Background: an optimization exercise with open tools, aiming at small area and a short achievable clock period. Do not read the settings as production practice. At most, simulation tests tie the RTL to the original design; equivalence was not proved. Function not checked in runs 1 to 3: the RTL went through the layout flow alone. In every run shown here, the design's own scripts or RTL, not TritonCTS, make the clock network. The flow treats the clock pin as an ideal source. Dropping or thinning the clock tree relies on that and would not hold on a real chip. No activity file was given, so power comes from the tool's default toggle rates.

File: flow/flow/run.sh
#!/bin/bash
# Own layout flow: the standard ORFS flow with two changes:
#  * plain buf_2 cells as the port buffers (buffer_ports would pick delay cells);
#  * a two-level clock tree (flow/manual_tree.tcl) in place of TritonCTS: the
#    clock port feeds 4 root clkbuf_16 beside it, each root feeds the leaf
#    clkbuf_16 of one quarter of the die, each leaf a balanced group of sinks.
# ORFS's scripts are copied into the work folder and cts.tcl is replaced by
# flow/cts.tcl, which differs only in calling manual_tree.tcl.
# Each tool's full output goes to a log file in this folder (make_flow.log,
# and ORFS's own per-step logs under orfs/logs).
set -euo pipefail
W=$(pwd)
rm -rf "$W/orfs_scripts"
cp -r "$FLOW_HOME/scripts" "$W/orfs_scripts"
cp "$W/flow/cts.tcl" "$W/flow/manual_tree.tcl" "$W/orfs_scripts/"
export MANUAL_CTS=1 MT_CLK_PORT=s_axi4l MT_ROOT_DEPTH=2 MT_LEAF_DEPTH=4
export MT_ROOT_BUF=sky130_fd_sc_hd__clkbuf_16 MT_LEAF_BUF=sky130_fd_sc_hd__clkbuf_16
bash standard.sh "SCRIPTS_DIR=$W/orfs_scripts" \
  "BUFFER_PORTS_ARGS=-buffer_cell sky130_fd_sc_hd__buf_2" finish > make_flow.log 2>&1
File: flow/flow/cts.tcl
utl::set_metrics_stage "cts__{}"
source $::env(SCRIPTS_DIR)/load.tcl
source $::env(SCRIPTS_DIR)/lec_check.tcl
erase_non_stage_variables cts
load_design 3_place.odb 3_place.sdc
source_step_tcl PRE CTS

# Clone clock tree inverters next to register loads
# so cts does not try to buffer the inverted clocks.
repair_clock_inverters

proc save_progress { stage } {
  puts "Run 'make gui_$stage.odb' to load progress snapshot"
  orfs_write_db $::env(RESULTS_DIR)/$stage.odb
  orfs_write_sdc $::env(RESULTS_DIR)/$stage.sdc
}

# Run CTS
set cts_args [list \
  -sink_clustering_enable \
  -repair_clock_nets]

append_env_var cts_args CTS_BUF_DISTANCE -distance_between_buffers 1
append_env_var cts_args CTS_CLUSTER_SIZE -sink_clustering_size 1
append_env_var cts_args CTS_CLUSTER_DIAMETER -sink_clustering_max_diameter 1
append_env_var cts_args CTS_BUF_LIST -buf_list 1
append_env_var cts_args CTS_LIB_NAME -library 1


if { [env_var_exists_and_non_empty CTS_ARGS] } {
  set cts_args $::env(CTS_ARGS)
}

set_dont_use $::env(DONT_USE_CELLS)

if { [env_var_exists_and_non_empty MANUAL_CTS] } {
  # two-level clock tree built by manual_tree.tcl in place of TritonCTS
  source $::env(SCRIPTS_DIR)/manual_tree.tcl
  mt_build $::env(MT_CLK_PORT) \
    $::env(MT_ROOT_DEPTH) $::env(MT_LEAF_DEPTH) $::env(MT_ROOT_BUF) $::env(MT_LEAF_BUF)
} else {
  log_cmd clock_tree_synthesis {*}$cts_args
}

utl::push_metrics_stage "cts__{}__pre_repair_timing"
log_cmd estimate_parasitics -placement
if { $::env(DETAILED_METRICS) } {
  report_metrics 4 "cts pre-repair-timing"
}
utl::pop_metrics_stage

set_placement_padding -global \
  -left $::env(CELL_PAD_IN_SITES_DETAIL_PLACEMENT) \
  -right $::env(CELL_PAD_IN_SITES_DETAIL_PLACEMENT)

set result [catch { detailed_placement } msg]
if { $result != 0 } {
  save_progress 4_1_error
  error "Detailed placement failed in CTS: $msg"
}

log_cmd estimate_parasitics -placement

if { $::env(CTS_SNAPSHOTS) } {
  save_progress 4_1_pre_repair_hold_setup
}

if { !$::env(SKIP_CTS_REPAIR_TIMING) } {
  if { $::env(EQUIVALENCE_CHECK) } {
    write_eqy_verilog 4_before_rsz.v
  }
  if { $::env(LEC_CHECK) } {
    write_lec_verilog 4_before_rsz_lec.v
  }

  repair_timing_helper

  if { $::env(EQUIVALENCE_CHECK) } {
    run_equivalence_test
  }
  if { $::env(LEC_CHECK) } {
    write_lec_verilog 4_after_rsz_lec.v
    run_lec_test 4_rsz 4_before_rsz_lec.v 4_after_rsz_lec.v
  }

  set result [catch { detailed_placement } msg]
  if { $result != 0 } {
    save_progress 4_1_error
    error "Detailed placement failed in CTS: $msg"
  }

  check_placement -verbose
}

report_metrics 4 "cts final"

source_step_tcl POST CTS

orfs_write_db $::env(RESULTS_DIR)/4_1_cts.odb
orfs_write_sdc $::env(RESULTS_DIR)/4_cts.sdc
File: flow/flow/manual_tree.tcl
# Manual two-level clock tree: the clock port drives NROOT root buffers placed
# beside it; each root drives the leaf buffers of one region; each leaf buffer
# drives a balanced group of clock sinks (found by recursive bisection).
proc mt_bisect {items depth} {
  # items: list of {x y payload}; returns list of groups (2^depth)
  if {$depth == 0} { return [list $items] }
  set xs [lmap i $items {lindex $i 0}]
  set ys [lmap i $items {lindex $i 1}]
  set w [expr {[tcl::mathfunc::max {*}$xs] - [tcl::mathfunc::min {*}$xs]}]
  set h [expr {[tcl::mathfunc::max {*}$ys] - [tcl::mathfunc::min {*}$ys]}]
  set k [expr {$w >= $h ? 0 : 1}]
  set sorted [lsort -real -index $k $items]
  set n [llength $sorted]
  set half [expr {$n / 2}]
  set a [lrange $sorted 0 [expr {$half - 1}]]
  set b [lrange $sorted $half end]
  return [concat [mt_bisect $a [expr {$depth - 1}]] [mt_bisect $b [expr {$depth - 1}]]]
}

proc mt_centroid {items} {
  set sx 0.0; set sy 0.0
  foreach i $items { set sx [expr {$sx + [lindex $i 0]}]; set sy [expr {$sy + [lindex $i 1]}] }
  set n [llength $items]
  return [list [expr {int($sx / $n)}] [expr {int($sy / $n)}]]
}

proc mt_build {clk_port root_depth leaf_depth root_master leaf_master} {
  set block [ord::get_db_block]
  set db [ord::get_db]
  set rmaster [$db findMaster $root_master]
  set lmaster [$db findMaster $leaf_master]
  set clknet [$block findNet $clk_port]
  set bterm [$block findBTerm $clk_port]
  set pxy [$bterm getFirstPinLocation]
  set px [lindex $pxy 1]; set py [lindex $pxy 2]
  set sinks {}
  foreach it [$clknet getITerms] {
    set inst [$it getInst]
    set loc [$inst getLocation]
    lappend sinks [list [lindex $loc 0] [lindex $loc 1] $it]
  }
  puts "manual tree: [llength $sinks] sinks, port at $px $py"
  # leaf groups
  set groups [mt_bisect $sinks [expr {$root_depth + $leaf_depth}]]
  set nleaf_per_root [expr {1 << $leaf_depth}]
  # move the port's clock net aside: the port keeps net clknet, which will feed only the roots
  set li 0
  set leaves {}
  foreach g $groups {
    set c [mt_centroid $g]
    set name "cts_leaf_$li"
    set inst [odb::dbInst_create $block $lmaster $name]
    $inst setLocation [lindex $c 0] [lindex $c 1]
    $inst setPlacementStatus PLACED
    set net [odb::dbNet_create $block "clknet_leaf_$li"]
    $net setSigType CLOCK
    foreach s $g {
      set it [lindex $s 2]
      $it disconnect
      $it connect $net
    }
    [$inst findITerm X] connect $net
    lappend leaves [list [lindex $c 0] [lindex $c 1] $inst]
    incr li
  }
  # root groups: consecutive leaves share a root (bisection order keeps them close)
  for {set r 0} {$r < (1 << $root_depth)} {incr r} {
    set name "cts_root_$r"
    set inst [odb::dbInst_create $block $rmaster $name]
    $inst setLocation $px $py
    $inst setPlacementStatus PLACED
    set net [odb::dbNet_create $block "clknet_root_$r"]
    $net setSigType CLOCK
    for {set j [expr {$r * $nleaf_per_root}]} {$j < ($r + 1) * $nleaf_per_root} {incr j} {
      set linst [lindex [lindex $leaves $j] 2]
      [$linst findITerm A] connect $net
    }
    [$inst findITerm X] connect $net
    [$inst findITerm A] connect $clknet
  }
  $clknet setSigType CLOCK
}
File: flow/standard.sh
#!/bin/bash
# synth_recipe.tcl (not shown) runs the flow's synth.tcl, then flattens the netlist and writes it again
# the make line also repeats each setting of config.mk as NAME=value (left out here)
make -C /OpenROAD-flow-scripts/flow DESIGN_CONFIG=/design/flow/config.mk WORK_HOME=/design/flow/orfs CLKGATE_MAP_FILE= SYNTH_SCRIPT=/design/flow/synth_recipe.tcl "${@:-finish}"
File: flow/config.mk
export PLATFORM = sky130hd
export DESIGN_NAME = dma_write
export DESIGN_NICKNAME = dma_write
export VERILOG_FILES = /design/flow/design.v
export SDC_FILE = /design/flow/constraint.sdc
export NUM_CORES = 4
export LEC_CHECK = 0
export CAP_MARGIN = 20
export CORE_MARGIN = 2
export CORE_UTILIZATION = 55
export SETUP_SLACK_MARGIN = 1.2
export SLEW_MARGIN = 20
File: flow/constraint.sdc
create_clock -name core_clock -period 3.2 [get_ports {s_axi4l}]
set_input_delay 0.6400 -clock core_clock [delete_from_list [all_inputs] [get_ports {s_axi4l}]]
set_output_delay 0.6400 -clock core_clock [all_outputs]
set_load 0.01 [all_outputs]
File: flow/design.v
package dma_write_pkg;
    typedef logic [4-1:0]            id_t;
    typedef logic [32-1:0]          addr_t;
    typedef logic [8-1:0]           len_t;
    typedef logic [64-1:0]          data_t;
    typedef logic [2-1:0]          resp_t;
    typedef logic [8-1:0]     issue_cnt_t;
    typedef logic [5:0]                         regadr_t;
    typedef logic [32-1:0]    axi4l_data_t;
    typedef logic [32/8-1:0]  axi4l_strb_t;
    typedef struct packed {
        id_t    id;
        addr_t  addr;
        len_t   len;
    } aw_req_t;
    typedef struct packed {
        logic   last;
        data_t  data;
    } w_beat_t;
endpackage
module dma_sync_fifo #(
    parameter int  WIDTH     = 1,
    parameter int  PTR_BITS  = 3
) (
    input  logic     s_axi4l,
    input  logic     rst,
    input  logic [WIDTH-1:0] s_data,
    input  logic     s_valid,
    output logic     s_ready,
    output logic     s_ready_next,
    output logic [WIDTH-1:0] m_data,
    output logic     m_valid,
    input  logic     m_ready
);
    localparam int DEPTH = 1 << PTR_BITS;
    logic [WIDTH-1:0]    mem [0:DEPTH-1];
    logic [DEPTH-1:0]    wr_sel;
    logic [DEPTH-1:0]    rd_sel;
    logic [PTR_BITS:0]   count;
    logic                mem_empty;
    logic                mem_full;
    logic                one_left;
    logic                one_free;
    logic                push;
    logic                out_empty;     
    logic                load;
    logic                wr_inc;
    logic                rd_inc;
    logic                empty_next;
    logic                full_next;
    logic [WIDTH-1:0]    rd_word;
    assign s_ready = !mem_full;
    assign push    = s_valid && !mem_full;
    assign load    = out_empty || m_ready;
    assign wr_inc  = push && !(mem_empty && load);
    assign rd_inc  = load && !mem_empty;
    always_ff @(posedge s_axi4l) begin
        for (int i = 0; i < DEPTH; i++) begin
            if (!mem_full && wr_sel[i]) begin
                mem[i] <= s_data;
            end
        end
    end
    always_comb begin
        rd_word = '0;
        for (int i = 0; i < DEPTH; i++) begin
            rd_word = rd_word | ({WIDTH{rd_sel[i]}} & mem[i]);
        end
    end
    always_ff @(posedge s_axi4l) begin
        if (load) begin
            m_data <= mem_empty ? s_data : rd_word;
        end
    end
    assign one_left   = (count == (PTR_BITS+1)'(1));
    assign one_free   = (count == (PTR_BITS+1)'(DEPTH-1));
    assign empty_next = mem_empty ? !wr_inc : (one_left && rd_inc && !wr_inc);
    assign full_next  = mem_full  ? !rd_inc : (one_free && wr_inc && !rd_inc);
    assign s_ready_next = !full_next;
    always_ff @(posedge s_axi4l) begin
        if (rst) begin
            wr_sel    <= DEPTH'(1);
            rd_sel    <= DEPTH'(1);
            count     <= '0;
            mem_empty <= 1'b1;
            mem_full  <= 1'b0;
            m_valid   <= 1'b0;
            out_empty <= 1'b1;
        end else begin
            if (wr_inc) begin
                wr_sel <= {wr_sel[DEPTH-2:0], wr_sel[DEPTH-1]};
            end
            if (rd_inc) begin
                rd_sel <= {rd_sel[DEPTH-2:0], rd_sel[DEPTH-1]};
            end
            if (wr_inc && !rd_inc) begin
                count <= count + 1'b1;
            end else if (rd_inc && !wr_inc) begin
                count <= count - 1'b1;
            end
            mem_empty <= empty_next;
            mem_full  <= full_next;
            if (load) begin
                m_valid   <= !mem_empty || push;
                out_empty <= !(!mem_empty || push);
            end
        end
    end
endmodule
module dma_write_regs (
    input  logic                              s_axi4l,
    input  logic                              rst,
    input  logic [8-1:0]   axi4l_awaddr,
    input  logic                              axi4l_awvalid,
    output logic                              axi4l_awready,
    input  dma_write_pkg::axi4l_data_t        axi4l_wdata,
    input  dma_write_pkg::axi4l_strb_t        axi4l_wstrb,
    input  logic                              axi4l_wvalid,
    output logic                              axi4l_wready,
    output dma_write_pkg::resp_t              axi4l_bresp,
    output logic                              axi4l_bvalid,
    input  logic                              axi4l_bready,
    input  logic [8-1:0]   axi4l_araddr,
    input  logic                              axi4l_arvalid,
    output logic                              axi4l_arready,
    output dma_write_pkg::axi4l_data_t        axi4l_rdata,
    output dma_write_pkg::resp_t              axi4l_rresp,
    output logic                              axi4l_rvalid,
    input  logic                              axi4l_rready,
    output dma_write_pkg::aw_req_t            req,
    output logic                              req_valid,
    input  logic                              req_ready,
    output dma_write_pkg::len_t               len,
    output logic                              len_valid,
    input  logic                              len_ready,
    input  dma_write_pkg::resp_t              m_bresp,
    input  logic                              m_bvalid,
    output logic                              m_bready
);
    dma_write_pkg::id_t          reg_awid;
    dma_write_pkg::addr_t        reg_awaddr;
    dma_write_pkg::len_t         reg_awlen;
    logic         aw_pending;
    logic         len_pending;
    logic         resp_error;
    dma_write_pkg::issue_cnt_t   issue_cnt;
    dma_write_pkg::issue_cnt_t   cnt_plus;
    dma_write_pkg::issue_cnt_t   cnt_minus;
    dma_write_pkg::issue_cnt_t   cnt_plus_inc;
    dma_write_pkg::issue_cnt_t   cnt_minus_dec;
    logic         cnt_is_one;
    logic         cnt_is_max;
    logic         bready_next;
    logic         bvalid_n;        
    dma_write_pkg::regadr_t      regadr_wr;
    dma_write_pkg::regadr_t      regadr_rd;
    logic         wr_en;
    logic         rd_en;
    logic         launch;
    logic         resp_accept;
    logic         bready_n;        
    logic         rvalid_n;        
    function automatic dma_write_pkg::axi4l_data_t write_mask(
        input dma_write_pkg::axi4l_data_t org,
        input dma_write_pkg::axi4l_data_t data,
        input dma_write_pkg::axi4l_strb_t strb
    );
        dma_write_pkg::axi4l_data_t result;
        for (int i = 0; i < 32; i++) begin
            result[i] = strb[i/8] ? data[i] : org[i];
        end
        write_mask = result;
    endfunction
    assign regadr_wr = (6)'(axi4l_awaddr >> 2);
    assign regadr_rd = (6)'(axi4l_araddr >> 2);
    assign axi4l_awready = axi4l_awvalid && axi4l_wvalid && (!axi4l_bvalid || axi4l_bready);
    assign axi4l_wready  = axi4l_awready;
    assign axi4l_bresp   = '0;
    assign wr_en  = axi4l_awvalid && axi4l_wvalid && (bvalid_n || axi4l_bready);
    assign launch = wr_en && (regadr_wr == 6'h11);
    always_ff @(posedge s_axi4l) begin
        if (rst) begin
            axi4l_bvalid <= 1'b0;
            bvalid_n     <= 1'b1;
        end else if (wr_en) begin
            axi4l_bvalid <= 1'b1;
            bvalid_n     <= 1'b0;
        end else if (axi4l_bready) begin
            axi4l_bvalid <= 1'b0;
            bvalid_n     <= 1'b1;
        end
    end
    assign resp_accept    = m_bvalid && !bready_n;
    assign cnt_is_one = (issue_cnt == (8)'(1));
    assign cnt_is_max = (issue_cnt == '1);
    always_comb begin
        logic ones;
        logic zeros;
        for (int i = 0; i < 8; i++) begin
            ones  = 1'b1;
            zeros = 1'b1;
            for (int j = 0; j < i; j++) begin
                ones  = ones & cnt_plus[j];
                zeros = zeros & !cnt_minus[j];
            end
            cnt_plus_inc[i]  = cnt_plus[i] ^ ones;
            cnt_minus_dec[i] = cnt_minus[i] ^ zeros;
        end
    end
    always_comb begin
        case ({launch, resp_accept})
            2'b10:   bready_next = !cnt_is_max;
            2'b01:   bready_next = !cnt_is_one;
            2'b11:   bready_next = 1'b1;
            default: bready_next = !bready_n;
        endcase
    end
    always_ff @(posedge s_axi4l) begin
        if (rst) begin
            reg_awid    <= '0;
            reg_awaddr  <= '0;
            reg_awlen   <= '0;
            aw_pending  <= 1'b0;
            len_pending <= 1'b0;
            resp_error  <= 1'b0;
            issue_cnt   <= '0;
            cnt_plus    <= (8)'(1);
            cnt_minus   <= '1;
            m_bready    <= 1'b0;
            bready_n    <= 1'b1;
        end else begin
            if (req_valid && req_ready) begin
                aw_pending <= 1'b0;
            end
            if (len_valid && len_ready) begin
                len_pending <= 1'b0;
            end
            if (wr_en) begin
                case (regadr_wr)
                    6'h08: begin
                        resp_error <= 1'b0;
                    end
                    6'h10: begin
                        reg_awid <= (4)'(write_mask((32)'(reg_awid),
                                                     axi4l_wdata, axi4l_wstrb));
                    end
                    6'h11: begin
                        reg_awaddr  <= (32)'(write_mask((32)'(reg_awaddr),
                                                          axi4l_wdata, axi4l_wstrb));
                        aw_pending  <= 1'b1;
                        len_pending <= 1'b1;
                    end
                    6'h12: begin
                        reg_awlen <= (8)'(write_mask((32)'(reg_awlen),
                                                       axi4l_wdata, axi4l_wstrb));
                    end
                    default: ;
                endcase
            end
            if (resp_accept && m_bresp != '0) begin
                resp_error <= 1'b1;
            end
            case ({launch, resp_accept})
                2'b10: begin
                    issue_cnt <= cnt_plus;
                    cnt_plus  <= cnt_plus_inc;
                    cnt_minus <= issue_cnt;
                end
                2'b01: begin
                    issue_cnt <= cnt_minus;
                    cnt_plus  <= issue_cnt;
                    cnt_minus <= cnt_minus_dec;
                end
                default: ;
            endcase
            m_bready  <= bready_next;
            bready_n  <= !bready_next;
        end
    end
    assign req       = {reg_awid, reg_awaddr, reg_awlen};
    assign req_valid = aw_pending;
    assign len       = reg_awlen;
    assign len_valid = len_pending;
    assign axi4l_arready = !axi4l_rvalid || axi4l_rready;
    assign axi4l_rresp   = '0;
    assign rd_en         = axi4l_arvalid && (rvalid_n || axi4l_rready);
    always_ff @(posedge s_axi4l) begin
        if (rd_en) begin
            case (regadr_rd)
                6'h00:   axi4l_rdata <= 32'hd3a0_0101;
                6'h08:    axi4l_rdata <= (32)'({resp_error, len_pending,
                                                                  aw_pending});
                6'h09: axi4l_rdata <= (32)'(issue_cnt);
                6'h10:      axi4l_rdata <= (32)'(reg_awid);
                6'h11:    axi4l_rdata <= (32)'(reg_awaddr);
                6'h12:     axi4l_rdata <= (32)'(reg_awlen);
                default:            axi4l_rdata <= '0;
            endcase
        end
    end
    always_ff @(posedge s_axi4l) begin
        if (rst) begin
            axi4l_rvalid <= 1'b0;
            rvalid_n     <= 1'b1;
        end else if (rd_en) begin
            axi4l_rvalid <= 1'b1;
            rvalid_n     <= 1'b0;
        end else if (axi4l_rready) begin
            axi4l_rvalid <= 1'b0;
            rvalid_n     <= 1'b1;
        end
    end
endmodule
module dma_wlast_gen (
    input  logic                     s_axi4l,
    input  logic                     rst,
    input  dma_write_pkg::len_t      len,
    input  logic                     len_valid,
    output logic                     len_ready,
    input  dma_write_pkg::data_t     axi4s_tdata,
    input  logic                     axi4s_tvalid,
    output logic                     axi4s_tready,
    output dma_write_pkg::w_beat_t   beat,
    output logic                     beat_valid,
    input  logic                     beat_ready,
    input  logic                     beat_ready_next
);
    logic   active;
    logic   active_next;
    dma_write_pkg::len_t   remain;
    logic   last;
    logic   accept;
    logic   tready_n;        
    assign accept = axi4s_tvalid && !tready_n;
    assign len_ready   = !active || (last && accept);
    assign active_next = len_ready ? len_valid : active;
    always_ff @(posedge s_axi4l) begin
        if (rst) begin
            active       <= 1'b0;
            remain       <= '0;
            last         <= 1'b0;
            axi4s_tready <= 1'b0;
            tready_n     <= 1'b1;
        end else begin
            if (len_ready) begin
                active <= len_valid;
                remain <= len - 1'b1;
                last   <= (len == '0);
            end else if (accept) begin
                remain <= remain - 1'b1;
                last   <= (remain == '0);
            end
            axi4s_tready <= beat_ready_next && active_next;
            tready_n     <= !(beat_ready_next && active_next);
        end
    end
    assign beat_valid   = axi4s_tvalid && active;
    assign beat         = {last, axi4s_tdata};
endmodule
module dma_write (
    input  logic                              s_axi4l,
    input  logic                              rst,
    input  logic [8-1:0]   axi4l_awaddr,
    input  logic                              axi4l_awvalid,
    output logic                              axi4l_awready,
    input  dma_write_pkg::axi4l_data_t        axi4l_wdata,
    input  dma_write_pkg::axi4l_strb_t        axi4l_wstrb,
    input  logic                              axi4l_wvalid,
    output logic                              axi4l_wready,
    output dma_write_pkg::resp_t              axi4l_bresp,
    output logic                              axi4l_bvalid,
    input  logic                              axi4l_bready,
    input  logic [8-1:0]   axi4l_araddr,
    input  logic                              axi4l_arvalid,
    output logic                              axi4l_arready,
    output dma_write_pkg::axi4l_data_t        axi4l_rdata,
    output dma_write_pkg::resp_t              axi4l_rresp,
    output logic                              axi4l_rvalid,
    input  logic                              axi4l_rready,
    input  dma_write_pkg::data_t              axi4s_tdata,
    input  logic                              axi4s_tvalid,
    output logic                              axi4s_tready,
    output dma_write_pkg::id_t                m_awid,
    output dma_write_pkg::addr_t              m_awaddr,
    output dma_write_pkg::len_t               m_awlen,
    output logic                              m_awvalid,
    input  logic                              m_awready,
    output dma_write_pkg::data_t              m_wdata,
    output logic                              m_wlast,
    output logic                              m_wvalid,
    input  logic                              m_wready,
    input  dma_write_pkg::resp_t              m_bresp,
    input  logic                              m_bvalid,
    output logic                              m_bready
);
    dma_write_pkg::aw_req_t    req;
    logic       req_valid;
    logic       req_ready;
    dma_write_pkg::aw_req_t    aw_out;
    dma_write_pkg::len_t       len;
    logic       len_valid;
    logic       len_ready;
    dma_write_pkg::len_t       lfifo_len;
    logic       lfifo_valid;
    logic       lfifo_ready;
    dma_write_pkg::w_beat_t    beat;
    logic       beat_valid;
    logic       beat_ready;
    logic       beat_ready_next;
    dma_write_pkg::w_beat_t    w_out;
    dma_write_regs i_regs (
        .s_axi4l, .rst,
        .axi4l_awaddr, .axi4l_awvalid, .axi4l_awready,
        .axi4l_wdata, .axi4l_wstrb, .axi4l_wvalid, .axi4l_wready,
        .axi4l_bresp, .axi4l_bvalid, .axi4l_bready,
        .axi4l_araddr, .axi4l_arvalid, .axi4l_arready,
        .axi4l_rdata, .axi4l_rresp, .axi4l_rvalid, .axi4l_rready,
        .req, .req_valid, .req_ready,
        .len, .len_valid, .len_ready,
        .m_bresp, .m_bvalid, .m_bready
    );
    dma_sync_fifo #(.WIDTH(4 + 32 + 8), .PTR_BITS(3)) i_aw_fifo (
        .s_axi4l, .rst,
        .s_data(req), .s_valid(req_valid), .s_ready(req_ready), .s_ready_next(),
        .m_data(aw_out), .m_valid(m_awvalid), .m_ready(m_awready)
    );
    dma_sync_fifo #(.WIDTH(8), .PTR_BITS(3)) i_len_fifo (
        .s_axi4l, .rst,
        .s_data(len), .s_valid(len_valid), .s_ready(len_ready), .s_ready_next(),
        .m_data(lfifo_len), .m_valid(lfifo_valid), .m_ready(lfifo_ready)
    );
    dma_wlast_gen i_wlast_gen (
        .s_axi4l, .rst,
        .len(lfifo_len), .len_valid(lfifo_valid), .len_ready(lfifo_ready),
        .axi4s_tdata, .axi4s_tvalid, .axi4s_tready,
        .beat, .beat_valid, .beat_ready, .beat_ready_next
    );
    dma_sync_fifo #(.WIDTH(1 + 64), .PTR_BITS(4)) i_w_fifo (
        .s_axi4l, .rst,
        .s_data(beat), .s_valid(beat_valid), .s_ready(beat_ready), .s_ready_next(beat_ready_next),
        .m_data(w_out), .m_valid(m_wvalid), .m_ready(m_wready)
    );
    assign m_awid   = aw_out.id;
    assign m_awaddr = aw_out.addr;
    assign m_awlen  = aw_out.len;
    assign m_wdata  = w_out.data;
    assign m_wlast  = w_out.last;
endmodule
==> metrics.md, run 1 <==
| Metric | Value |
|---|---|
| Crit path DAT | `about 2.6 ns` |
| Crit Reg-Reg Endpoint | `i_wlast_gen.remain[6]` |
| First-pass GRT wire length | `roughly 260000 um` |
| Gpl congestion | `roughly 0.8` |
| Row count | `~130` |
| Sw Ratio | `approximately 19%` |
| Count of unique library cells instantiated by Yosys | `73` |
| CP Depth | `8` |
| Critical Path Sink | `i_wlast_gen.remain[6]` |
| CP Class | `reg -> reg` |
| DR vias/cell | `about 6.8` |
| Setup TNS | `0 ns` |
| Synthesized instance count | `3712` |
| Switching power | `between 7 and 8 mW` |
| CP delay by family, top | `simple AND/OR/NAND/NOR gates` |
| Detail Placement HPWL | `approximately 89000 um` |
| Reg power frac | `69.7%` |
| Depth of the most critical reg-to-reg path | `8` |
| Bufs and invs on worst path | `0` |
| Ys flop type | `edfxtp_1` |
| RSZ-0062 raised after global routing | `true` |
| Tightest Hold Check Type | `in -> reg` |
| Largest net degree at the start of global routing | `between 100 and 150` |
| Status | `no timing/DRC/antenna violations` |
| CTS Hold Bufs | `0` |
| P_int | `just under 30 mW` |
| Starting density of the core | `about 55%` |
| YS warnings | `8` |
| Worst-Margin Slew | `1.04 ns` |
| Final wirelength | `around 190000 um` |
| Fraction of layout cells with a size suffix above 1 | `approximately 22%` |
| Endpoints failing hold | `0` |
| Max transition margin | `30.8%` |
| Synth Register Bits | `about 1.8k` |
| Register area share after synthesis | `79.2%` |
| Tmin final | `2.10 ns` |
| Crit path from | `i_wlast_gen.tready_n` |
| Area delta synth->final | `12.9%` |
| Initial antenna violation count | `20` |
| Chip Height | `349 um` |
| Part of the power in the clock network | `between 20% and 30%` |
| Final slew viol count | `0` |
| Final period utilization | `65.8%` |
| Overflow after GRT | `0` |
| Post-synth EDFFs | `1605` |
| Origin of the critical flop-to-flop path | `i_wlast_gen.tready_n` |
| Io pins | `~280` |
| Critical Path, Cell by Cell | `nand3b_1, nand2_2, mux2i_1, ha_2, or3b_4, a2111oi_4, o22ai_1, a31oi_1` |
| Nets | `approximately 4.2k` |
| Die footprint | `~0.12 mm^2` |
| Max-Cap Viols | `0` |
| Clock skew | `between 0.07 and 0.08 ns` |
| Clock latency on the worst-skew pair | `0.59 ns` |
| Via count | `~38k` |
| Final Util | `between 60% and 70%` |
| Final ANT Viol Nets | `0` |
| Asr flop ratio synth | `0%` |
| CP max-delay cell | `or3b_4` |
| Flop2flop setup slack | `1.10 ns` |
| Vias in the first global route | `37.4k` |
| Comb pwr share | `under 10%` |
| CP Data Required Time | `3.71 ns` |
| IO buf count | `approximately 270` |
| Startpoint types | `flip-flop` |
| F_max | `0.475 GHz` |
| Synthesized area | `0.0654 mm^2` |
| Syn_area_per_cell | `17.6 um^2` |
| DRC viols | `0` |
| Global Route Usage Sum | `29.8%` |
| WL/cell | `~34 um` |
| Die X-Extent | `around 350 um` |
| Worst path max stage delay | `roughly 0.40 ns` |
| Leakage | `24.0 nW` |
| 1st-iter DRT viols | `around 4.7k` |
| Clock slew at reported path FFs | `between 0.1 and 0.15 ns` |
| DR pass1 iterations | `6` |
| Max VDD drop | `2.90 mV` |
| Crit path max fanout | `5` |
| CP endpoint kind | `flip-flop` |
| Core ar. | `0.118 mm^2` |
| Power per standard cell area | `493 mW/mm^2` |
| Final setup vio count | `0` |
[flip-flops by register name (all words and copies together) (netlist names), 5 cells and up]
signal	count
i_aw_fifo.wr_sel	8
i_len_fifo.rd_sel	8
i_aw_fifo.rd_sel	8
i_w_fifo.rd_sel	16
i_len_fifo.m_data	8
i_regs.reg_awlen	8
i_w_fifo.mem	1040
i_len_fifo.mem	64
i_regs.axi4l_rdata	32
i_wlast_gen.remain	8
i_w_fifo.m_data	65
i_w_fifo.wr_sel	16
i_w_fifo.count	5
i_regs.cnt_minus	8
i_len_fifo.wr_sel	8
i_regs.cnt_plus	8
i_aw_fifo.m_data	44
i_aw_fifo.mem	352
i_regs.reg_awaddr	32
i_regs.issue_cnt	8
[timing repair]
action | in CTS | in global routing
cloned | 14 | 3
setup endpoints to repair | 236 | 125
pin swaps | 61 | 22
setup buffers | 59 | 60
gates resized for setup | 162 | 77
[worst min path at each step]
stage / startpoint / to / slack (ns) / cells after the start
floorplan: i_regs.resp_error / i_regs.resp_error / 0.44 / 2
global placement: i_w_fifo.wr_sel[8] / i_w_fifo.wr_sel[9] / 0.46 / 2
detailed placement: i_w_fifo.wr_sel[2] / i_w_fifo.wr_sel[3] / 0.47 / 2
CTS: i_w_fifo.m_valid / i_w_fifo.m_valid / 0.47 / 2
global route: axi4l_arvalid / i_regs.rvalid_n / 0.26 / 2
finish: axi4l_arvalid / i_regs.rvalid_n / 0.26 / 2
[per-layer routing]
| metal | global-route usage (%) | share of wire (%) | vias up |
|---|---|---|---|
| met3 | 3.70 | 8.7 | 318 |
| li1 | - | - | 15900 |
| met1 | 40.4 | 38 | 19900 |
| met2 | 51.4 | 50 | 1871 |
| met4 | 8.17 | 3.2 | 22 |
| met5 | 0 | 0.076 | - |
[area by class of cell]
class	instances	area, um^2
Timing Repair Buffer	517	4670
Antenna cell	5	12.5
Inverter	34	149
Fill cell	8381	44100
Sequential cell	1783	51800
Tap cell	1536	1920
Buffer	68	1700
Multi-Input combinational cell	1668	13500
[worst reg2reg max path: stages, from the launching register on]
cell and delay, ns:
dfxtp_2 0.35, nand3b_1 0.20, nand2_2 0.13, mux2i_1 0.21
ha_2 0.22, or3b_4 0.40, a2111oi_4 0.20, o22ai_1 0.14
a31oi_1 0.18
[Yosys cell counts (8+ instances only)]
library cell,instances,area [um^2]
dfxtp_1,178,3560
buf_2,11,55.1
o211ai_1,8,60.1
and2_1,19,119
a22o_1,262,2290
nor2_1,129,484
edfxtp_1,1605,48200
nand3b_1,8,60.1
nand3_1,17,85.1
or4_1,8,60.1
nand2_1,111,417
nand4_1,123,769
a21o_1,9,67.6
a22oi_1,209,1570
mux2_2,120,1350
nor3_1,10,50.1
a221oi_1,262,2290
a21oi_1,89,445
inv_1,31,116
nor2b_1,38,238
ha_1,30,375
o21ai_0,36,180
buf_1,43,161
clkbuf_1,169,634
mux2i_1,79,791
nand2b_1,10,62.6
[cell families after synthesis]
kind of cell	Yosys count	share of synthesized area (%)
flip-flops	1783	79.2
AO/OA/AOI/OAI	919	11.2
AND/OR/NAND/NOR	506	4.07
buffers and inverters	264	1.58
multiplexers	199	3.28
adder cells (fa/ha/maj)	30	0.574
XOR/XNOR	10	0.134
other	1	0.00574
[placed cells by master, fill, tap and decap left out, types with 70 or more instances in the layout]
cell type	count
a221oi_1	232
nand2_1	104
clkbuf_16	70
mux2_2	120
a21oi_1	70
dfxtp_1	146
nand4_1	123
a22o_1	262
nor2_1	115
a22oi_1	208
buf_2	263
mux2i_1	71
buf_4	133
edfxtp_1	1605
[per-stage QoR]
step | cell area, um^2 | hold WS (ns) | std cells | total power [mW] | setup slack, ns
after detailed placement | 69300 | 0.467 | 5402 | 26.5 | 0.274
after CTS | 72800 | 0.467 | 5543 | 34.3 | 0.807
after floorplan | 65600 | 0.436 | 3715 | 26.2 | 0.312
after global routing | 73800 | 0.260 | 5609 | 37.3 | 0.916
final | 73800 | 0.259 | 5611 | 36.4 | 1.10
after global placement | 69300 | 0.458 | 5402 | 26.5 | 0.368
[power groups by stage]
| stage | Sequential (mW) | Clock, mW | Combinational [mW] |
|---|---|---|---|
| 6_report | 25.4 | 10.3 | 0.710 |
| 5_1_grt | 25.4 | 11.1 | 0.769 |
| 4_1_cts | 25.9 | 7.68 | 0.700 |
| 3_5_place_dp | 25.9 | 0 | 0.655 |
| 3_3_place_gp | 25.9 | 0 | 0.623 |
| 2_1_floorplan | 25.9 | 0 | 0.225 |
==> inputs of run 2 (changes only) <==
--- a/flow/design.v
+++ b/flow/design.v
@@ -36,7 +36,6 @@
     logic [WIDTH-1:0]    mem [0:DEPTH-1];
     logic [DEPTH-1:0]    wr_sel;
     logic [DEPTH-1:0]    rd_sel;
-    logic [PTR_BITS:0]   count;
     logic                mem_empty;
     logic                mem_full;
     logic                one_left;
@@ -72,8 +71,8 @@
             m_data <= mem_empty ? s_data : rd_word;
         end
     end
-    assign one_left   = (count == (PTR_BITS+1)'(1));
-    assign one_free   = (count == (PTR_BITS+1)'(DEPTH-1));
+    assign one_left   = |({rd_sel[DEPTH-2:0], rd_sel[DEPTH-1]} & wr_sel);
+    assign one_free   = |({wr_sel[DEPTH-2:0], wr_sel[DEPTH-1]} & rd_sel);
     assign empty_next = mem_empty ? !wr_inc : (one_left && rd_inc && !wr_inc);
     assign full_next  = mem_full  ? !rd_inc : (one_free && wr_inc && !rd_inc);
     assign s_ready_next = !full_next;
@@ -81,7 +80,6 @@
         if (rst) begin
             wr_sel    <= DEPTH'(1);
             rd_sel    <= DEPTH'(1);
-            count     <= '0;
             mem_empty <= 1'b1;
             mem_full  <= 1'b0;
             m_valid   <= 1'b0;
@@ -93,11 +91,6 @@
             if (rd_inc) begin
                 rd_sel <= {rd_sel[DEPTH-2:0], rd_sel[DEPTH-1]};
             end
-            if (wr_inc && !rd_inc) begin
-                count <= count + 1'b1;
-            end else if (rd_inc && !wr_inc) begin
-                count <= count - 1'b1;
-            end
             mem_empty <= empty_next;
             mem_full  <= full_next;
             if (load) begin
@@ -327,7 +320,7 @@
 );
     logic   active;
     logic   active_next;
-    dma_write_pkg::len_t   remain;
+    dma_write_pkg::len_t   remain;      
     logic   last;
     logic   accept;
     logic   tready_n;        
@@ -344,11 +337,11 @@
         end else begin
             if (len_ready) begin
                 active <= len_valid;
-                remain <= len - 1'b1;
+                remain <= len;
                 last   <= (len == '0);
             end else if (accept) begin
                 remain <= remain - 1'b1;
-                last   <= (remain == '0);
+                last   <= (remain == (8)'(1));
             end
             axi4s_tready <= beat_ready_next && active_next;
             tready_n     <= !(beat_ready_next && active_next);
==> metrics.md, run 2 <==
| Metric | Value |
|---|---|
| Synthesized area | `0.0648 mm^2 (-0.84%)` |
| Largest regs | `i_w_fifo.mem x1040, i_aw_fifo.mem x352, i_w_fifo.m_data x65` |
| Clock latency on the worst-skew pair | `0.57 ns (-0.02 ns)` |
| Largest net degree at the start of global routing | `66 (-36%)` |
| Largest reg by FF count | `i_w_fifo.mem` |
| Crit path from | `i_w_fifo.rd_sel[5]` |
| DR pass1 iterations | `6 (unchanged)` |
| Synthesized instance count | `3657 (-1.5%)` |
| IO buf count | `274 (unchanged)` |
| CP Class | `reg -> reg` |
| Initial antenna violation count | `13 (-35%)` |
| Post-synth EDFFs | `1605 (unchanged)` |
| Starting density of the core | `55.6% (+0.20 points)` |
| Count of unique library cells instantiated by Yosys | `63 (-14%)` |
| Tmin final | `2.05 ns (-0.0552 ns)` |
| Max VDD drop | `2.66 mV (-8.5%)` |
| Hold_sp | `axi4l_arvalid` |
| Final period utilization | `64.0% (-1.7 points)` |
| Final setup vio count | `0 (unchanged)` |
| Max-Cap Viols | `0 (unchanged)` |
| Core ar. | `0.117 mm^2 (-1.2%)` |
| Yosys top cell area share | `74.4% (+0.62 points)` |
| CP endpoint kind | `flip-flop` |
| Power per standard cell area | `498 mW/mm^2 (+1.0%)` |
| WL/cell | `33.9 um (+1.2%)` |
| Asr flop ratio synth | `0% (unchanged)` |
| Detail Placement HPWL | `88300 um (-0.35%)` |
| 1st-iter DRT viols | `4213 (-10%)` |
| DR vias/cell | `6.78 (+0.13%)` |
| Commonest non-fill, non-tap cells in the layout | `edfxtp_1 (1605), a22o_1 (270), buf_2 (269)` |
| Design area | `0.0725 mm^2 (-1.8%)` |
| CTS Hold Bufs | `0 (unchanged)` |
| Syn_area_per_cell | `17.7 um^2 (+0.65%)` |
| Origin of the critical flop-to-flop path | `i_w_fifo.rd_sel[5]` |
| Setup TNS | `0 ns (unchanged)` |
| Clock skew | `0.0694 ns (-0.00777 ns)` |
| Final Util | `62.2% (-0.42 points)` |
| # fillers | `8322 (-0.70%)` |
| RSZ-0062 raised after global routing | `true` |
| Final wirelength | `187000 um (-0.75%)` |
| Fraction of layout cells with a size suffix above 1 | `20.8% (-1.4 points)` |
| Nets | `4125 (-2.5%)` |
| Top-count cell post-synth | `edfxtp_1` |
| Leading area contributor after synthesis | `edfxtp_1` |
| Post-synth top cells | `edfxtp_1 (1605), a22o_1 (270), a221oi_1 (269), a22oi_1 (227), clkbuf_1 (205)` |
| Startpoint types | `flip-flop` |
| Overflow after GRT | `0 (unchanged)` |
| Global Route Usage Sum | `30.2% (+0.36 points)` |
| Crit path DAT | `2.34 ns (-0.28 ns)` |
| Clock slew at reported path FFs | `0.12 ns (about the same)` |
| Row count | `125 (-0.79%)` |
| Die footprint | `0.121 mm^2 (-0.83%)` |
| Ys flop type | `edfxtp_1` |
| Gpl congestion | `0.795 (+1.7%)` |
| Flop2flop setup slack | `1.15 ns (+0.06 ns)` |
| Placed standard-cell area | `0.0686 mm^2 (-0.94%)` |
| Status | `no timing/DRC/antenna violations` |
| Area delta synth->final | `11.8%` |
| Final slew viol count | `0 (unchanged)` |
| Chip Height | `347 um (-0.41%)` |
| Synth Register Bits | `1770 (-0.73%)` |
| CP Data Required Time | `3.49 ns (-0.22 ns)` |
| First-pass GRT wire length | `264000 um (-0.11%)` |
| Crit path max fanout | `5 (unchanged)` |
| Tightest Hold Check Type | `in -> reg` |
| Max transition margin | `36.0% (+5.1 points)` |
| Vias in the first global route | `36.8k (-1.5%)` |
| Via count | `37.3k (-1.8%)` |
| Endpoints failing hold | `0 (unchanged)` |
| Leakage | `23.8 nW (-1.1%)` |
| Tot Pwr | `36.1 mW (-0.84%)` |
| Worst-Margin Slew | `0.961 ns (-0.0745 ns)` |
| Largest register FFs | `1040 (unchanged)` |
| Io pins | `283 (unchanged)` |
| F_max | `0.488 GHz (+2.7%)` |
| Final ANT Viol Nets | `0 (unchanged)` |
| Die X-Extent | `347 um (-0.41%)` |
| DRC viols | `0 (unchanged)` |
| Commonest non-fill, non-tap cell in the layout | `edfxtp_1` |
| Register area share after synthesis | `79.5% (+0.27 points)` |
| Top cells by area, synth | `edfxtp_1 (74%), dfxtp_1 (5.1%), a22o_1 (3.6%), a221oi_1 (3.6%), a22oi_1 (2.6%)` |
| YS warnings | `8 (unchanged)` |
## run 2: repair_timing
action,4_1_cts,5_1_grt
buffers inserted,57,58
endpoints found under the setup margin,384,139
resized for setup,45,66
gates cloned,4,0
pin swaps,18,18
## run 2: kinds of logic (layout without fill, tap and decap cells)
logic type	count (synthesis)	after routing	synth area share [%]
AO/OA/AOI/OAI	930	930	11.5
adder cells (fa/ha/maj)	18	18	0.348
buffers and inverters	271	586	1.62
flip-flops	1770	1770	79.5
multiplexers	187	187	3.12
other	1	8	0.00579
AND/OR/NAND/NOR	480	481	3.95
## run 2: worst paths after layout
kind / cells past startpoint / to
worst max-delay path: 6 / i_w_fifo.m_data[31]
worst min-delay path: 2 / i_regs.rvalid_n
worst max register to register: 6 / i_w_fifo.m_data[31]
worst min register to register: 2 / i_w_fifo.m_valid
## run 2: through the flow
step | hold WS (ns) | worst slack, ns | std cells
after floorplan | 0.440 | 0.593 | 3660
after detailed placement | 0.464 | 0.467 | 5313
after global routing | 0.251 | 1.12 | 5502
final | 0.269 | 1.15 | 5504
after global placement | 0.460 | 0.559 | 5313
after CTS | 0.464 | 0.795 | 5442
## run 2: report_power, final
group,internal [mW],switching (mW),total [mW],leakage (nW)
Combinational,0.241,0.432,0.673,6.61
Clock,3.78,6.43,10.2,0.838
Sequential,25.1,0.0447,25.2,16.3
## run 2: routing by layer
metal | vias up | GRT usage (%) | part of all wire (%)
met2 | 1795 | 52.6 | 51
met4 | 10 | 7.64 | 2.9
met1 | 19600 | 40.5 | 38
li1 | 15600 | - | -
met3 | 293 | 3.84 | 8.4
met5 | - | 0 | 0.037
## run 2: critical path, stage by stage, from the launching register on
cell      delay (ns)
dfxtp_4         0.38
buf_4           0.16
buf_4           0.18
a22o_1          0.22
a221oi_2        0.18
nand4_1         0.28
mux2_4          0.36
## run 2: final cells by class
class                      count  area (um^2)  share of cell area [%]
timing repair buffer         497         4240                    5.85
antenna                        4         10.0                  0.0138
tap                         1524         1910                    2.63
multi-input combinational   1620        12900                    17.8
inverter                      21         82.6                   0.114
sequential                  1770        51600                    71.2
buffer                        68         1700                    2.35
==> inputs of run 3 (changes only) <==
==> flow/flow/run.sh (replaced) <==
#!/bin/bash
# Own layout flow: the standard ORFS flow with these changes:
#  * plain buf_2 cells as the port buffers (buffer_ports would pick delay cells);
#  * a two-level clock tree (flow/manual_tree.tcl) in place of TritonCTS: the
#    clock port feeds 4 root clkbuf_16 beside it, each root feeds the leaf
#    clkbuf_16 of one quarter of the die, each leaf a balanced group of sinks;
#  * the clock port pinned to the middle of the left edge (flow/io.tcl).
# ORFS's scripts are copied into the work folder and cts.tcl is replaced by
# flow/cts.tcl, which differs only in calling manual_tree.tcl.
# Each tool's full output goes to a log file in this folder (make_flow.log,
# and ORFS's own per-step logs under orfs/logs).
set -euo pipefail
W=$(pwd)
rm -rf "$W/orfs_scripts"
cp -r "$FLOW_HOME/scripts" "$W/orfs_scripts"
cp "$W/flow/cts.tcl" "$W/flow/manual_tree.tcl" "$W/orfs_scripts/"
export MANUAL_CTS=1 MT_CLK_PORT=s_axi4l MT_ROOT_DEPTH=2 MT_LEAF_DEPTH=4
export MT_ROOT_BUF=sky130_fd_sc_hd__clkbuf_16 MT_LEAF_BUF=sky130_fd_sc_hd__clkbuf_16
export PRE_IO_PLACEMENT_TCL="$W/flow/io.tcl"
bash standard.sh "SCRIPTS_DIR=$W/orfs_scripts" \
  "BUFFER_PORTS_ARGS=-buffer_cell sky130_fd_sc_hd__buf_2" finish > make_flow.log 2>&1
==> flow/flow/io.tcl (new file) <==
# Puts the clock port at the middle of the die's left edge, so the clock
# tree's root buffers beside it are about as close to every quarter of the die.
set mt_block [ord::get_db_block]
set mt_die [$mt_block getDieArea]
set mt_dbu [$mt_block getDefUnits]
set mt_mid [expr {([$mt_die yMin] + [$mt_die yMax]) / 2.0 / $mt_dbu}]
set_io_pin_constraint -pin_names $::env(MT_CLK_PORT) \
  -region [format "left:%.2f-%.2f" [expr {$mt_mid - 3}] [expr {$mt_mid + 3}]]
==> metrics.md, run 3 <==
| Metric | Value |
|---|---|
| CP max-delay cell | `dfxtp_4` |
| Post-synth top cells | `edfxtp_1 (1605), a22o_1 (270), a221oi_1 (269), a22oi_1 (227), clkbuf_1 (205)` |
| Crit Reg-Reg Endpoint | `i_regs.cnt_plus[6]` |
| CP Class | `reg -> reg` |
| Max transition margin | `37.3% (+1.4 points)` |
| Max VDD drop | `1.55 mV (-42%)` |
| IO buf count | `274 (unchanged)` |
| Die X-Extent | `347 um (unchanged)` |
| Overflow after GRT | `0 (unchanged)` |
| Tightest Hold Check Type | `in -> reg` |
| Leakage | `23.7 nW (-0.21%)` |
| Depth of the most critical reg-to-reg path | `10 (+4)` |
| Crit path DAT | `2.45 ns (+0.11 ns)` |
| Largest regs | `i_w_fifo.mem x1040, i_aw_fifo.mem x352, i_w_fifo.m_data x65` |
| Synthesized area | `0.0648 mm^2 (unchanged)` |
| Top cells by area, synth | `edfxtp_1 (74%), dfxtp_1 (5.1%), a22o_1 (3.6%), a221oi_1 (3.6%), a22oi_1 (2.6%)` |
| Worst slack, placed | `0.509 ns (+0.0413 ns)` |
| Syn_area_per_cell | `17.7 um^2 (unchanged)` |
| Count of unique library cells instantiated by Yosys | `63 (unchanged)` |
| Area delta synth->final | `11.9%` |
| Global Route Usage Sum | `30.1% (-0.087 points)` |
| Starting density of the core | `55.6% (unchanged)` |
| Gr busiest metal | `met2` |
| Gpl congestion | `0.802 (+0.78%)` |
| Critical Path Sink | `i_regs.cnt_plus[6]` |
| Final worst setup slack | `1.20 ns (+0.0502 ns)` |
| Met2 usage | `51.4% (-1.2 points)` |
| Clock latency on the worst-skew pair | `0.55 ns (-0.02 ns)` |
| Met3 usage | `3.92% (+0.086 points)` |
| Final slew viol count | `0 (unchanged)` |
| Commonest non-fill, non-tap cell in the layout | `edfxtp_1` |
| Final Util | `62.3% (+0.082 points)` |
| Clock slew at reported path FFs | `0.11 ns (about the same)` |
| Setup TNS | `0 ns (unchanged)` |
| Met1 Use GR | `41.2% (+0.74 points)` |
| Die footprint | `0.121 mm^2 (unchanged)` |
| CTS Hold Bufs | `0 (unchanged)` |
| Ys flop type | `edfxtp_1` |
| Largest net degree at the start of global routing | `66 (unchanged)` |
| Top-count cell post-synth | `edfxtp_1` |
| Synthesized instance count | `3657 (unchanged)` |
| Worst-Margin Slew | `0.938 ns (-0.0226 ns)` |
| Commonest non-fill, non-tap cells in the layout | `edfxtp_1 (1605), a22o_1 (270), buf_2 (268)` |
| Origin of the critical flop-to-flop path | `i_regs.cnt_plus[0]` |
| Startpoint types | `flip-flop` |
| Post-synth EDFFs | `1605 (unchanged)` |
| Initial antenna violation count | `22 (+9)` |
| CP endpoint kind | `flip-flop` |
| Nets | `4113 (-0.29%)` |
| Fraction of layout cells with a size suffix above 1 | `20.2% (-0.59 points)` |
| Via count | `37.8k (+1.3%)` |
| RSZ-0062 raised after global routing | `true` |
| DR pass1 iterations | `6 (unchanged)` |
| WL/cell | `34.3 um (+1.1%)` |
| # placed instances | `5315 (+0.038%)` |
| CP Data Required Time | `3.65 ns (+0.16 ns)` |
| Final wirelength | `188000 um (+0.91%)` |
| Final setup vio count | `0 (unchanged)` |
| Final period utilization | `62.5% (-1.6 points)` |
| Core ar. | `0.117 mm^2 (unchanged)` |
| Crit path top cell by count | `ha_2` |
| Largest reg by FF count | `i_w_fifo.mem` |
| DRC viols | `0 (unchanged)` |
| Largest register FFs | `1040 (unchanged)` |
| Fin cells | `5493 (-0.20%)` |
| Final ANT Viol Nets | `0 (unchanged)` |
| YS warnings | `8 (unchanged)` |
| Detail Placement HPWL | `90000 um (+1.9%)` |
| Chip Height | `347 um (unchanged)` |
| Register area share after synthesis | `79.5% (unchanged)` |
| Max-Cap Viols | `0 (unchanged)` |
| Tmin final | `2.00 ns (-0.0502 ns)` |
| Asr flop ratio synth | `0% (unchanged)` |
| Leading area contributor after synthesis | `edfxtp_1` |
| Synth Register Bits | `1770 (unchanged)` |
| F_max | `0.500 GHz (+2.5%)` |
| Hold Slack | `0.270 ns (+0.000656 ns)` |
| Crit path max fanout | `2 (-3)` |
| Clock skew | `0.0502 ns (-0.0191 ns)` |
| Worst path max stage delay | `0.36 ns (-0.02 ns)` |
| Vias in the first global route | `36.9k (+0.30%)` |
| 1st-iter DRT viols | `4864 (+15%)` |
| Power per standard cell area | `497 mW/mm^2 (about the same)` |
| Status | `no timing/DRC/antenna violations` |
| Endpoints failing hold | `0 (unchanged)` |
| DR vias/cell | `6.88 (+1.5%)` |
| Flop2flop setup slack | `1.20 ns (+0.05 ns)` |
| First-pass GRT wire length | `263000 um (about the same)` |
| Yosys top cell area share | `74.4% (unchanged)` |
| Io pins | `283 (unchanged)` |
| Crit path from | `i_regs.cnt_plus[0]` |
| Critical Path, Cell by Cell | `ha_2, ha_2, ha_2, ha_2, ha_2, ha_4, mux2i_1, nor2_1, a21oi_2, nor2_1` |
| Row count | `125 (unchanged)` |
| # fillers | `8203 (-1.4%)` |
-- run 3: metal layers --
layer  vias up  routed length (um)
met4        24                5260
met3       333               16500
met1     19800               73000
met5         -                 148
met2      2059               93500
li1      15600                   -
-- run 3: critical path, delay by kind of cell, from the launching register on --
family,cells,cell delay [ns]
mux,1,0.15
simple gates,2,0.14
flops,1,0.36
compound gates,1,0.12
fa+ha+maj,6,1.12
-- run 3: how the worst min path moves through the flow --
stage	from	end	slack (ns)	depth (start not counted)
2_1_floorplan	i_regs.resp_error	i_regs.resp_error	0.44	2
3_3_place_gp	i_aw_fifo.m_valid	i_aw_fifo.m_valid	0.45	2
3_5_place_dp	i_w_fifo.m_valid	i_w_fifo.m_valid	0.46	2
4_1_cts	i_w_fifo.m_valid	i_w_fifo.m_valid	0.46	2
5_1_grt	axi4l_arvalid	i_regs.rvalid_n	0.27	2
6_report	axi4l_arvalid	i_regs.rvalid_n	0.27	2
-- run 3: area by class of cell --
class	count	area [um^2]	share of cell area [%]
Buffer	68	1700	2.35
Antenna cell	5	12.5	0.0172
Sequential cell	1770	51600	71.1
Timing Repair Buffer	485	4410	6.08
Multi-Input combinational cell	1620	12800	17.7
Inverter	21	82.6	0.114
Tap cell	1524	1910	2.63
-- run 3: repair_timing --
item / 4_1_cts / 5_1_grt
pin swaps: 20 / 13
cloned: 8 / 0
setup buffers: 57 / 40
gates resized for setup: 75 / 41
endpoints found under the setup margin: 372 / 126
-- run 3: power breakdown --
part | switching (mW) | internal [mW] | total [mW]
Combinational | 0.428 | 0.247 | 0.676
Sequential | 0.0462 | 25.1 | 25.2
Clock | 6.44 | 3.79 | 10.2
Total | 6.91 | 29.2 | 36.1
-- run 3: logic make-up after synthesis --
| family | after synthesis | synth area share (%) |
|---|---|---|
| AO/OA/AOI/OAI | 930 | 11.5 |
| adder cells (fa/ha/maj) | 18 | 0.348 |
| buffers and inverters | 271 | 1.62 |
| flip-flops | 1770 | 79.5 |
| multiplexers | 187 | 3.12 |
| other | 1 | 0.00579 |
| AND/OR/NAND/NOR | 480 | 3.95 |
-- run 3: stage by stage --
step	instance area (um^2)	power, mW
after floorplan	65000	26.0
after CTS	71900	34.0
after global placement	68800	26.3
final	72500	36.1
after global routing	72500	37.0
after detailed placement	68800	26.3
==> inputs of run 4 (changes only) <==
--- a/flow/design.v
+++ b/flow/design.v
@@ -20,7 +20,8 @@
 endpackage
 module dma_sync_fifo #(
     parameter int  WIDTH     = 1,
-    parameter int  PTR_BITS  = 3
+    parameter int  PTR_BITS  = 3,
+    parameter bit  GATED_READ = 1'b0
 ) (
     input  logic     s_axi4l,
     input  logic     rst,
@@ -36,6 +37,8 @@
     logic [WIDTH-1:0]    mem [0:DEPTH-1];
     logic [DEPTH-1:0]    wr_sel;
     logic [DEPTH-1:0]    rd_sel;
+    logic [DEPTH-1:0]    rd_sel_next;
+    logic [DEPTH-1:0]    rd_take;       
     logic                mem_empty;
     logic                mem_full;
     logic                one_left;
@@ -60,15 +63,36 @@
             end
         end
     end
-    always_comb begin
-        rd_word = '0;
-        for (int i = 0; i < DEPTH; i++) begin
-            rd_word = rd_word | ({WIDTH{rd_sel[i]}} & mem[i]);
+    assign rd_sel_next = rd_inc ? {rd_sel[DEPTH-2:0], rd_sel[DEPTH-1]} : rd_sel;
+    generate
+        if (GATED_READ) begin : g_gated
+            always_ff @(posedge s_axi4l) begin
+                if (rst) begin
+                    rd_take <= '0;
+                end else begin
+                    rd_take <= empty_next ? '0 : rd_sel_next;
+                end
+            end
+            always_comb begin
+                rd_word = {WIDTH{mem_empty}} & s_data;
+                for (int i = 0; i < DEPTH; i++) begin
+                    rd_word = rd_word | ({WIDTH{rd_take[i]}} & mem[i]);
+                end
+            end
+        end else begin : g_plain
+            assign rd_take = '0;
+            always_comb begin
+                rd_word = '0;
+                for (int i = 0; i < DEPTH; i++) begin
+                    rd_word = rd_word | ({WIDTH{rd_sel[i]}} & mem[i]);
+                end
+                rd_word = mem_empty ? s_data : rd_word;
+            end
         end
-    end
+    endgenerate
     always_ff @(posedge s_axi4l) begin
         if (load) begin
-            m_data <= mem_empty ? s_data : rd_word;
+            m_data <= rd_word;
         end
     end
     assign one_left   = |({rd_sel[DEPTH-2:0], rd_sel[DEPTH-1]} & wr_sel);
@@ -88,9 +112,7 @@
             if (wr_inc) begin
                 wr_sel <= {wr_sel[DEPTH-2:0], wr_sel[DEPTH-1]};
             end
-            if (rd_inc) begin
-                rd_sel <= {rd_sel[DEPTH-2:0], rd_sel[DEPTH-1]};
-            end
+            rd_sel <= rd_sel_next;
             mem_empty <= empty_next;
             mem_full  <= full_next;
             if (load) begin
@@ -428,7 +450,7 @@
         .axi4s_tdata, .axi4s_tvalid, .axi4s_tready,
         .beat, .beat_valid, .beat_ready, .beat_ready_next
     );
-    dma_sync_fifo #(.WIDTH(1 + 64), .PTR_BITS(4)) i_w_fifo (
+    dma_sync_fifo #(.WIDTH(1 + 64), .PTR_BITS(4), .GATED_READ(1'b1)) i_w_fifo (
         .s_axi4l, .rst,
         .s_data(beat), .s_valid(beat_valid), .s_ready(beat_ready), .s_ready_next(beat_ready_next),
         .m_data(w_out), .m_valid(m_wvalid), .m_ready(m_wready)
--- a/flow/config.mk
+++ b/flow/config.mk
@@ -8,5 +8,5 @@
 export CAP_MARGIN = 20
 export CORE_MARGIN = 2
 export CORE_UTILIZATION = 55
-export SETUP_SLACK_MARGIN = 1.2
+export SETUP_SLACK_MARGIN = 1.4
 export SLEW_MARGIN = 20
==> metrics.md, run 4 <==
| Metric | Value |
|---|---|
| Status | `no timing/DRC/antenna violations` |
| Crit path DAT | `1.27 ns (-1.18 ns)` |
| Largest reg by FF count | `i_w_fifo.mem` |
| Startpoint types | `flip-flop` |
| Top-count cell post-synth | `edfxtp_1` |
| Row count | `125 (unchanged)` |
| Overflow after GRT | `0 (unchanged)` |
| Yosys top cell area share | `74.3% (about the same)` |
| RSZ-0062 raised after global routing | `true` |
| Max-Cap Viols | `0 (unchanged)` |
| Power per standard cell area | `497 mW/mm^2 (-0.15%)` |
| Synthesized area | `0.0649 mm^2 (about the same)` |
| Bufs and invs on worst path | `1 (+1)` |
| IO buf count | `274 (unchanged)` |
| Commonest non-fill, non-tap cells in the layout | `edfxtp_1 (1605), a22oi_1 (493), buf_2 (250)` |
| Final ANT Viol Nets | `0 (unchanged)` |
| Final period utilization | `59.7% (-2.8 points)` |
| Tot Pwr | `36.2 mW (+0.44%)` |
| Largest register FFs | `1040 (unchanged)` |
| Ys flop type | `edfxtp_1` |
| Flop2flop setup slack | `1.36 ns (+0.16 ns)` |
| Synth Register Bits | `1786 (+0.90%)` |
| Die X-Extent | `347 um (about the same)` |
| YS warnings | `8 (unchanged)` |
| Clock skew | `0.0374 ns (-0.0129 ns)` |
| Asr flop ratio synth | `0% (unchanged)` |
| Largest net degree at the start of global routing | `66 (unchanged)` |
| Worst-Margin Slew | `0.986 ns (+0.0482 ns)` |
| Register area share after synthesis | `79.9% (+0.42 points)` |
| Count of unique library cells instantiated by Yosys | `68 (+7.9%)` |
| Post-synth EDFFs | `1605 (unchanged)` |
| Crit path max fanout | `1 (-1)` |
| Clock latency on the worst-skew pair | `0.55 ns (about the same)` |
| WL/cell | `32.1 um (-6.4%)` |
| Detail Placement HPWL | `89300 um (-0.79%)` |
| Endpoints failing hold | `0 (unchanged)` |
| Core ar. | `0.117 mm^2 (unchanged)` |
| 1st-iter DRT viols | `4684 (-3.7%)` |
| Die footprint | `0.121 mm^2 (about the same)` |
| Final slew viol count | `0 (unchanged)` |
| First-pass GRT wire length | `256000 um (-2.9%)` |
| DR pass1 iterations | `9 (+3)` |
| CP max-delay cell | `edfxtp_1` |
| CTS Hold Bufs | `0 (unchanged)` |
| Largest regs | `i_w_fifo.mem x1040, i_aw_fifo.mem x352, i_w_fifo.m_data x65` |
| CP endpoint kind | `output port` |
| Max VDD drop | `1.47 mV (-4.8%)` |
| Worst path max stage delay | `0.53 ns (+0.17 ns)` |
| Commonest non-fill, non-tap cell in the layout | `edfxtp_1` |
| Critical Path, Cell by Cell | `buf_2` |
| DRC viols | `0 (unchanged)` |
| Tightest Hold Check Type | `in -> reg` |
| CP Class | `reg -> out` |
| Vias in the first global route | `36.9k (+0.084%)` |
| Final setup vio count | `0 (unchanged)` |
| Leading area contributor after synthesis | `edfxtp_1` |
| Area delta synth->final | `12.5%` |
| Starting density of the core | `55.7% (about the same)` |
| DR vias/cell | `6.72 (-2.4%)` |
| Nets | `4232 (+2.9%)` |
| CP delay by family, top | `flip-flops` |
| Chip Height | `347 um (about the same)` |
| Syn_area_per_cell | `17.3 um^2 (-2.6%)` |
| Gpl congestion | `0.796 (-0.75%)` |
| Global Route Usage Sum | `28.9% (-1.2 points)` |
| Setup TNS | `0 ns (unchanged)` |
| Max transition margin | `34.1% (-3.2 points)` |
| CP Data Required Time | `2.56 ns (-1.09 ns)` |
| Initial antenna violation count | `21 (-4.5%)` |
| Tmin final | `1.91 ns (-0.0893 ns)` |
| Top cells by area, synth | `edfxtp_1 (74%), a22oi_1 (5.7%), dfxtp_1 (5.6%), a221oi_1 (1.8%), mux2_2 (1.2%)` |
| Post-synth top cells | `edfxtp_1 (1605), a22oi_1 (496), nand2_1 (185), dfxtp_1 (181), clkbuf_1 (159)` |
| F_max | `0.524 GHz (+4.7%)` |
| Leakage | `24.3 nW (+2.2%)` |
| Io pins | `283 (unchanged)` |
| Clock slew at reported path FFs | `0.11 ns (about the same)` |
| Synthesized instance count | `3757 (+2.7%)` |
| Fraction of layout cells with a size suffix above 1 | `19.6% (-0.64 points)` |
| Final wirelength | `180000 um (-4.4%)` |
| Via count | `37.7k (-0.33%)` |
-- run 4: layout make-up --
class | instances | area, um^2
flip-flops and latches | 1786 | 51900
fillers | 8249 | 43500
multi-input cells | 1714 | 12800
repair buffers | 493 | 4520
well taps | 1524 | 1910
plain buffers | 68 | 1700
inverters | 22 | 90.1
diodes | 5 | 12.5
-- run 4: what timing repair did --
action / CTS / global route
endpoints found under the setup margin: 801 / 195
pin swaps: 54 / 17
cloned: 11 / 0
setup buffers: 61 / 45
gates resized for setup: 160 / 61
-- run 4: kinds of logic (layout without fill, tap and decap cells) --
logic type / Yosys count / after routing / share of synthesized area, %
flops: 1786 / 1786 / 79.9
compound gates: 931 / 931 / 11.1
simple gates: 624 / 624 / 4.88
buf+inv: 260 / 583 / 1.57
mux: 136 / 136 / 2.23
fa+ha+maj: 18 / 18 / 0.347
other cells: 1 / 9 / 0.00578
xor+xnor: 1 / 1 / 0.0135
-- run 4: worst paths after layout --
path,from,endpoint,cells past startpoint
worst min-delay path,axi4l_arvalid,i_regs.rvalid_n,2
worst min register to register,i_wlast_gen.remain[6],i_wlast_gen.remain[6],2
worst max-delay path,i_w_fifo.m_data[11],m_wdata[11],1
worst max register to register,i_regs.cnt_plus[0],i_regs.cnt_plus[6],10
-- run 4: per-layer routing --
metal | track usage, % | up-vias | share of wire [%]
li1 | - | 15900 | -
met1 | 42.1 | 19800 | 41
met2 | 47.8 | 1762 | 48
met3 | 3.49 | 244 | 8.7
met4 | 5.42 | 20 | 2.3
met5 | 0 | - | 0.062
-- run 4: metrics by stage --
stage          setup WS, ns  instances  hold slack, ns  area [um^2]  utilization (%)
3_3_place_gp          0.523       5422           0.453        68800             59.1
4_1_cts               0.871       5562           0.456        72200             61.9
6_report               1.29       5612           0.297        73000             62.6
3_5_place_dp          0.469       5422           0.456        68800             59.1
2_1_floorplan         0.795       3760           0.440        65100                -
5_1_grt                1.22       5612           0.302        73000             62.6
-- run 4: report_power, final --
| group | switching [mW] | internal, mW | total (mW) | leakage (nW) |
|---|---|---|---|---|
| sequential | 0.0592 | 25.3 | 25.4 | 16.5 |
| clock | 6.46 | 3.78 | 10.2 | 0.838 |
| combinational | 0.400 | 0.212 | 0.611 | 6.95 |
==> inputs of run 5 (changes only) <==
--- a/flow/config.mk
+++ b/flow/config.mk
@@ -8,5 +8,5 @@
 export CAP_MARGIN = 20
 export CORE_MARGIN = 2
 export CORE_UTILIZATION = 55
-export SETUP_SLACK_MARGIN = 1.4
+export SETUP_SLACK_MARGIN = 1.2
 export SLEW_MARGIN = 20
==> metrics.md, run 5 <==
| Metric | Value |
|---|---|
| IO buf count | `274 (unchanged)` |
| Final Util | `61.3% (-1.4 points)` |
| Synth Register Bits | `1786 (unchanged)` |
| Max transition margin | `32.4% (-1.7 points)` |
| Crit Reg-Reg Endpoint | `i_regs.cnt_plus[6]` |
| Initial antenna violation count | `24 (+14%)` |
| Post-synth EDFFs | `1605 (unchanged)` |
| Fin cells | `5545 (-1.2%)` |
| Register area share after synthesis | `79.9% (unchanged)` |
| DRC viols | `0 (unchanged)` |
| Crit path max fanout | `2 (+1)` |
| Nets | `4161 (-1.7%)` |
| Worst-Margin Slew | `1.01 ns (+0.0253 ns)` |
| Row count | `125 (unchanged)` |
| Tightest Hold Check Type | `in -> reg` |
| Final setup vio count | `0 (unchanged)` |
| Final worst setup slack | `1.23 ns (-0.0626 ns)` |
| Commonest non-fill, non-tap cell in the layout | `edfxtp_1` |
| Via count | `37.1k (-1.4%)` |
| YS warnings | `8 (unchanged)` |
| Startpoint types | `flip-flop` |
| Area delta synth->final | `10.1%` |
| Yosys top cell area share | `74.3% (unchanged)` |
| Largest net degree at the start of global routing | `85 (+29%)` |
| CP Data Required Time | `3.60 ns (+1.04 ns)` |
| Largest regs | `i_w_fifo.mem x1040, i_aw_fifo.mem x352, i_w_fifo.m_data x65` |
| Leading area contributor after synthesis | `edfxtp_1` |
| Setup TNS | `0 ns (unchanged)` |
| Tot Pwr | `36.2 mW (about the same)` |
| Fraction of layout cells with a size suffix above 1 | `16.6% (-3.0 points)` |
| Detail Placement HPWL | `91800 um (+2.8%)` |
| Status | `no timing/DRC/antenna violations` |
| Final period utilization | `61.6% (+2.0 points)` |
| Syn_area_per_cell | `17.3 um^2 (unchanged)` |
-- run 5: cell families (layout without fill, tap and decap cells) --
logic type               Yosys count  after routing  share of synthesized area (%)
buffers and inverters            260            512                           1.57
XOR/XNOR                           1              1                         0.0135
AND/OR/NAND/NOR                  624            624                           4.88
other                              1             13                        0.00578
AO/OA/AOI/OAI                    931            931                           11.1
adder cells (fa/ha/maj)           18             18                          0.347
flip-flops                      1786           1786                           79.9
multiplexers                     136            136                           2.23
-- run 5: report_power, final --
part,switching [mW],total (mW),internal (mW)
Sequential,0.0518,25.4,25.3
Combinational,0.404,0.599,0.195
Clock,6.44,10.2,3.78
-- run 5: final cells by class --
type / count / area [um^2] / share of cell area (%)
diodes: 9 / 22.5 / 0.0315
plain buffers: 68 / 1700 / 2.38
inverters: 22 / 87.6 / 0.123
multi-input cells: 1714 / 12400 / 17.4
flip-flops and latches: 1786 / 51900 / 72.7
well taps: 1524 / 1910 / 2.67
repair buffers: 422 / 3330 / 4.67
-- run 5: worst min path at each step --
stage                     startpoint                     to  slack [ns]  cells after the start
6_report               axi4l_arvalid        i_regs.rvalid_n        0.31                      2
5_1_grt              axi4l_wdata[17]  i_regs.reg_awaddr[17]        0.30                      3
4_1_cts             i_w_fifo.m_valid       i_w_fifo.m_valid        0.46                      2
3_5_place_dp        i_w_fifo.m_valid       i_w_fifo.m_valid        0.46                      2
3_3_place_gp   i_wlast_gen.remain[6]  i_wlast_gen.remain[6]        0.45                      2
2_1_floorplan  i_wlast_gen.remain[6]  i_wlast_gen.remain[6]        0.44                      2
-- run 5: metal layers --
| layer | up-vias | track usage, % | part of all wire [%] |
|---|---|---|---|
| met5 | - | 0 | 0.072 |
| met4 | 18 | 5.08 | 2.0 |
| met3 | 215 | 2.92 | 8.6 |
| met2 | 1823 | 46.5 | 49 |
| met1 | 19300 | 40.9 | 41 |
| li1 | 15800 | - | - |
-- run 5: what timing repair did --
| item | in CTS | in global routing |
|---|---|---|
| setup endpoints to repair | 210 | 18 |
| pin swaps | 17 | 2 |
| buffers inserted | 21 | 9 |
| gates resized for setup | 72 | 16 |
| cloned | 4 | 0 |
-- run 5: critical path, cell delays in order, from the launching register on --
cell     delay [ns]
dfxtp_2        0.36
ha_4           0.16
ha_1           0.19
ha_2           0.18
ha_2           0.18
ha_2           0.20
ha_4           0.23
mux2i_1        0.12
nor2_1         0.05
a21oi_1        0.11
nor2_1         0.05

[re-timing with driven ports]
The flow's constraints put no driver on any port. The routed layouts listed below were extracted and timed again, unchanged, in two steps. Step 1, drivers: a clkbuf_16 drives s_axi4l and a buf_2 each remaining input, both assumed. Step 2 times the ports against the registers' clock, not the clock port: input delays grow and output delays shrink by t, the midpoint of the rising clock arrivals with the driver on. Three values: ideal ports, drivers, drivers and shift; two values: the first two.
run	shift t [ns]	setup slack, ns
run 1	0.603	1.096 / 1.096 / 0.801
run 2	0.593	1.151 / 1.151 / 0.750
run 3	0.579	1.201 / 1.201 / 0.682
run 4	0.584	1.291 / 1.238 / 0.845
run 5	0.581	1.228 / 1.228 / 0.816
After both steps setup and hold are still met in every run listed.
